Context: an optimization exercise on an open-source flow, tuned for small area and a short achievable clock period. The choices shown serve that exercise and are no tape-out recipe. Only simulation tests tie the RTL to the original design; equivalence was not proved. Power is estimated from default activity; no workload was simulated.

Setup of oak:
==> flow/design.v <==
module htpa_target_builder #(
    parameter int N_TGT   = 20,
    parameter int MARGIN  = 2,
    parameter int MIN_PIX = 4
) (
    input  logic                   clk,
    input  logic                   rst_n,
    input  logic                   frame_start,
    input  logic                   frame_end,
    input  logic                   pix_valid,
    input  logic [6:0]             pix_x,
    input  logic [5:0]             pix_y,
    input  logic                   pix_hot,
    input  logic                   pix_fire,
    output logic [N_TGT-1:0]       busy,
    output logic [26*N_TGT-1:0]    box,
    output logic [N_TGT-1:0]       fire_out,
    output logic                   overflow,
    output logic                   frame_done
);
    logic             acq_q;
    logic [N_TGT-1:0] wb_q, wb_d, wb_e;
    logic [N_TGT-1:0] wf_q, wf_d;
    logic [1:0]       wc_q [N_TGT];
    logic [1:0]       wc_d [N_TGT];
    logic [6:0]       wxo_q [N_TGT];
    logic [6:0]       wxo_d [N_TGT];
    logic [5:0]       wyo_q [N_TGT];
    logic [5:0]       wyo_d [N_TGT];
    logic [6:0]       wxn_q [N_TGT];
    logic [6:0]       wxn_d [N_TGT];
    logic [5:0]       wyn_q [N_TGT];
    logic [5:0]       wyn_d [N_TGT];
    logic             wovf_q, wovf_d;
    logic             take, pub_go, anyhit;
    logic [N_TGT-1:0] hit, hit_oh, below;
    logic [N_TGT-1:0] pub_busy;
    logic [7:0]       xp, xm;    
    logic [6:0]       yp, ym;
    function automatic logic lt8(input logic [7:0] a, input logic [7:0] b);
        logic r, p;
        r = 1'b0;
        p = 1'b1;
        for (int k = 7; k >= 0; k--) begin
            r = r | (~a[k] & b[k] & p);
            p = p & ~(a[k] & ~b[k]);
        end
        lt8 = r;
    endfunction
    assign take   = (acq_q || frame_start) && pix_valid && pix_hot;
    assign pub_go = frame_end && (acq_q || frame_start);
    assign wb_e   = frame_start ? '0 : wb_q;
    assign xp = {1'b0, pix_x} + 8'(MARGIN);
    assign xm = {1'b0, pix_x} - 8'(MARGIN);
    assign yp = {1'b0, pix_y} + 7'(MARGIN);
    assign ym = {1'b0, pix_y} - 7'(MARGIN);
    always_comb begin
        for (int i = 0; i < N_TGT; i++) begin
            hit[i] = take && wb_e[i]
                  && !lt8(xp, {1'b0, wxo_q[i]}) && (xm[7] || !lt8({1'b0, wxn_q[i]}, {1'b0, xm[6:0]}))
                  && !lt8({1'b0, yp}, {2'b0, wyo_q[i]}) && (ym[6] || !lt8({2'b0, wyn_q[i]}, {2'b0, ym[5:0]}));
        end
        below[0] = 1'b0;
        for (int i = 1; i < N_TGT; i++) below[i] = below[i-1] | hit[i-1];
        hit_oh = hit & ~below;
        anyhit = below[N_TGT-1] | hit[N_TGT-1];
        for (int i = 0; i < N_TGT; i++) begin
            wb_d[i] = wb_e[i] | (take && !anyhit && (i == 0 || wb_e[i-1]));
            if (!wb_e[i]) begin
                wxo_d[i] = pix_x;
                wxn_d[i] = pix_x;
                wyo_d[i] = pix_y;
                wyn_d[i] = pix_y;
                wc_d[i]  = 2'd0;
                wf_d[i]  = pix_fire;
            end else begin
                wxo_d[i] = (hit_oh[i] && lt8({1'b0, pix_x}, {1'b0, wxo_q[i]})) ? pix_x : wxo_q[i];
                wxn_d[i] = (hit_oh[i] && lt8({1'b0, wxn_q[i]}, {1'b0, pix_x})) ? pix_x : wxn_q[i];
                wyo_d[i] = (hit_oh[i] && lt8({2'b0, pix_y}, {2'b0, wyo_q[i]})) ? pix_y : wyo_q[i];
                wyn_d[i] = (hit_oh[i] && lt8({2'b0, wyn_q[i]}, {2'b0, pix_y})) ? pix_y : wyn_q[i];
                wc_d[i]  = (hit_oh[i] && wc_q[i] != 2'd3) ? wc_q[i] + 2'd1 : wc_q[i];
                wf_d[i]  = wf_q[i] | (hit_oh[i] & pix_fire);
            end
            pub_busy[i] = wb_e[i] && (wc_d[i] == 2'd3);
        end
        wovf_d = (frame_start ? 1'b0 : wovf_q) | (take && !anyhit && wb_e[N_TGT-1]);
    end
    always_ff @(posedge clk) begin
        wb_q   <= wb_d;
        wf_q   <= wf_d;
        wovf_q <= wovf_d;
        for (int i = 0; i < N_TGT; i++) begin
            wxo_q[i] <= wxo_d[i];
            wyo_q[i] <= wyo_d[i];
            wxn_q[i] <= wxn_d[i];
            wyn_q[i] <= wyn_d[i];
            wc_q[i]  <= wc_d[i];
        end
    end
    always_ff @(posedge clk or negedge rst_n) begin
        if (!rst_n) begin
            acq_q      <= 1'b0;
            busy       <= '0;
            box        <= '0;
            fire_out   <= '0;
            overflow   <= 1'b0;
            frame_done <= 1'b0;
        end else begin
            acq_q      <= !frame_end && (frame_start || acq_q);
            frame_done <= pub_go;
            if (pub_go) begin
                busy     <= pub_busy;
                fire_out <= pub_busy & wf_d;
                overflow <= wovf_d;
                for (int i = 0; i < N_TGT; i++)
                    box[26*i +: 26] <= pub_busy[i] ? {wxo_d[i], wyo_d[i], wxn_d[i], wyn_d[i]} : 26'd0;
            end
        end
    end
endmodule
clock: 7.0 ns
lec_check: 0
cap_margin: 20
core_margin: 2
core_utilization: 40
slew_margin: 20
run.sh (not shown) runs the stock make flow with config.mk's settings and CLKGATE_MAP_FILE= SYNTH_SCRIPT=/design/flow/synth_recipe.tcl, a recipe that flattens the netlist after the stock synthesis.
Input-level comparison between pine and oak:
--- a/flow/design.v
+++ b/flow/design.v
@@ -36,18 +36,8 @@
     logic [N_TGT-1:0] hit, hit_oh, below;
     logic [N_TGT-1:0] pub_busy;
     logic [7:0]       xp, xm;    
     logic [6:0]       yp, ym;
-    function automatic logic lt8(input logic [7:0] a, input logic [7:0] b);
-        logic r, p;
-        r = 1'b0;
-        p = 1'b1;
-        for (int k = 7; k >= 0; k--) begin
-            r = r | (~a[k] & b[k] & p);
-            p = p & ~(a[k] & ~b[k]);
-        end
-        lt8 = r;
-    endfunction
     assign take   = (acq_q || frame_start) && pix_valid && pix_hot;
     assign pub_go = frame_end && (acq_q || frame_start);
     assign wb_e   = frame_start ? '0 : wb_q;
     assign xp = {1'b0, pix_x} + 8'(MARGIN);
@@ -56,10 +46,10 @@
     assign ym = {1'b0, pix_y} - 7'(MARGIN);
     always_comb begin
         for (int i = 0; i < N_TGT; i++) begin
             hit[i] = take && wb_e[i]
-                  && !lt8(xp, {1'b0, wxo_q[i]}) && (xm[7] || !lt8({1'b0, wxn_q[i]}, {1'b0, xm[6:0]}))
-                  && !lt8({1'b0, yp}, {2'b0, wyo_q[i]}) && (ym[6] || !lt8({2'b0, wyn_q[i]}, {2'b0, ym[5:0]}));
+                  && (xp >= {1'b0, wxo_q[i]}) && (xm[7] || xm[6:0] <= wxn_q[i])
+                  && (yp >= {1'b0, wyo_q[i]}) && (ym[6] || ym[5:0] <= wyn_q[i]);
         end
         below[0] = 1'b0;
         for (int i = 1; i < N_TGT; i++) below[i] = below[i-1] | hit[i-1];
         hit_oh = hit & ~below;
@@ -73,12 +63,12 @@
                 wyn_d[i] = pix_y;
                 wc_d[i]  = 2'd0;
                 wf_d[i]  = pix_fire;
             end else begin
-                wxo_d[i] = (hit_oh[i] && lt8({1'b0, pix_x}, {1'b0, wxo_q[i]})) ? pix_x : wxo_q[i];
-                wxn_d[i] = (hit_oh[i] && lt8({1'b0, wxn_q[i]}, {1'b0, pix_x})) ? pix_x : wxn_q[i];
-                wyo_d[i] = (hit_oh[i] && lt8({2'b0, pix_y}, {2'b0, wyo_q[i]})) ? pix_y : wyo_q[i];
-                wyn_d[i] = (hit_oh[i] && lt8({2'b0, wyn_q[i]}, {2'b0, pix_y})) ? pix_y : wyn_q[i];
+                wxo_d[i] = (hit_oh[i] && pix_x < wxo_q[i]) ? pix_x : wxo_q[i];
+                wxn_d[i] = (hit_oh[i] && pix_x > wxn_q[i]) ? pix_x : wxn_q[i];
+                wyo_d[i] = (hit_oh[i] && pix_y < wyo_q[i]) ? pix_y : wyo_q[i];
+                wyn_d[i] = (hit_oh[i] && pix_y > wyn_q[i]) ? pix_y : wyn_q[i];
                 wc_d[i]  = (hit_oh[i] && wc_q[i] != 2'd3) ? wc_q[i] + 2'd1 : wc_q[i];
                 wf_d[i]  = wf_q[i] | (hit_oh[i] & pix_fire);
             end
             pub_busy[i] = wb_e[i] && (wc_d[i] == 2'd3);
## What came out
pine vs. oak: number of non-clock buffers has decreased, power density over cell area shows a reduction of 19 mW/mm^2, shortest period the worst path allows climbed 53 ps, power saw an increase, simple logic cell fraction of the synthesized area dropped 0.51 points. On pine: global routing met3 resource utilization is 0.76 points lower than what oak gave. pine vs. oak: wire length after detailed routing moved up, area after synthesis moved up. When pine is measured against oak, its number of antenna violations at the first check in global routing turns out 1 lower. Compared with oak, in pine mux cell area share after synthesis fell by 1.4 points; depth of the worst register-to-register path rose by 1. The lower final area of pine and oak is in oak. Relative to oak, the die area of pine is higher by about 17%.

## re-timing with driven ports
No port has a modelled driver above. Below, the same layouts with a new extraction and two added sets of constraints.
Step 1: set_driving_cell puts a clkbuf_16 on clk and a buf_2 on each other input, an assumption about the parent block.
Step 2 moves the port delays by t, midway between the first and last clock arrival at a register: inputs arrive t later, outputs are due t later. That takes back most of the time a late clock gives input paths.
Three values: no drivers, after step 1, after step 2; two values: the first two.
| run | shift t [ns] | setup WS [ns] | worst hold slack (ns) | slew at the worst register clock pin (ns) |
|---|---|---|---|---|
| oak | 0.875 | 0.918 / 0.858 / -0.018 | 0.473 / 0.473 / 0.473 | 0.07 / 0.07 |
| pine | 0.877 | 0.865 / 0.742 / -0.135 | 0.453 / 0.453 / 0.453 | 0.07 / 0.07 |
With both steps, setup timing fails in oak and pine, where it was met with ideal ports. The setup slack of pine, which loses most, moves by -0.123 ns with the drivers and by -1.000 ns with both steps.
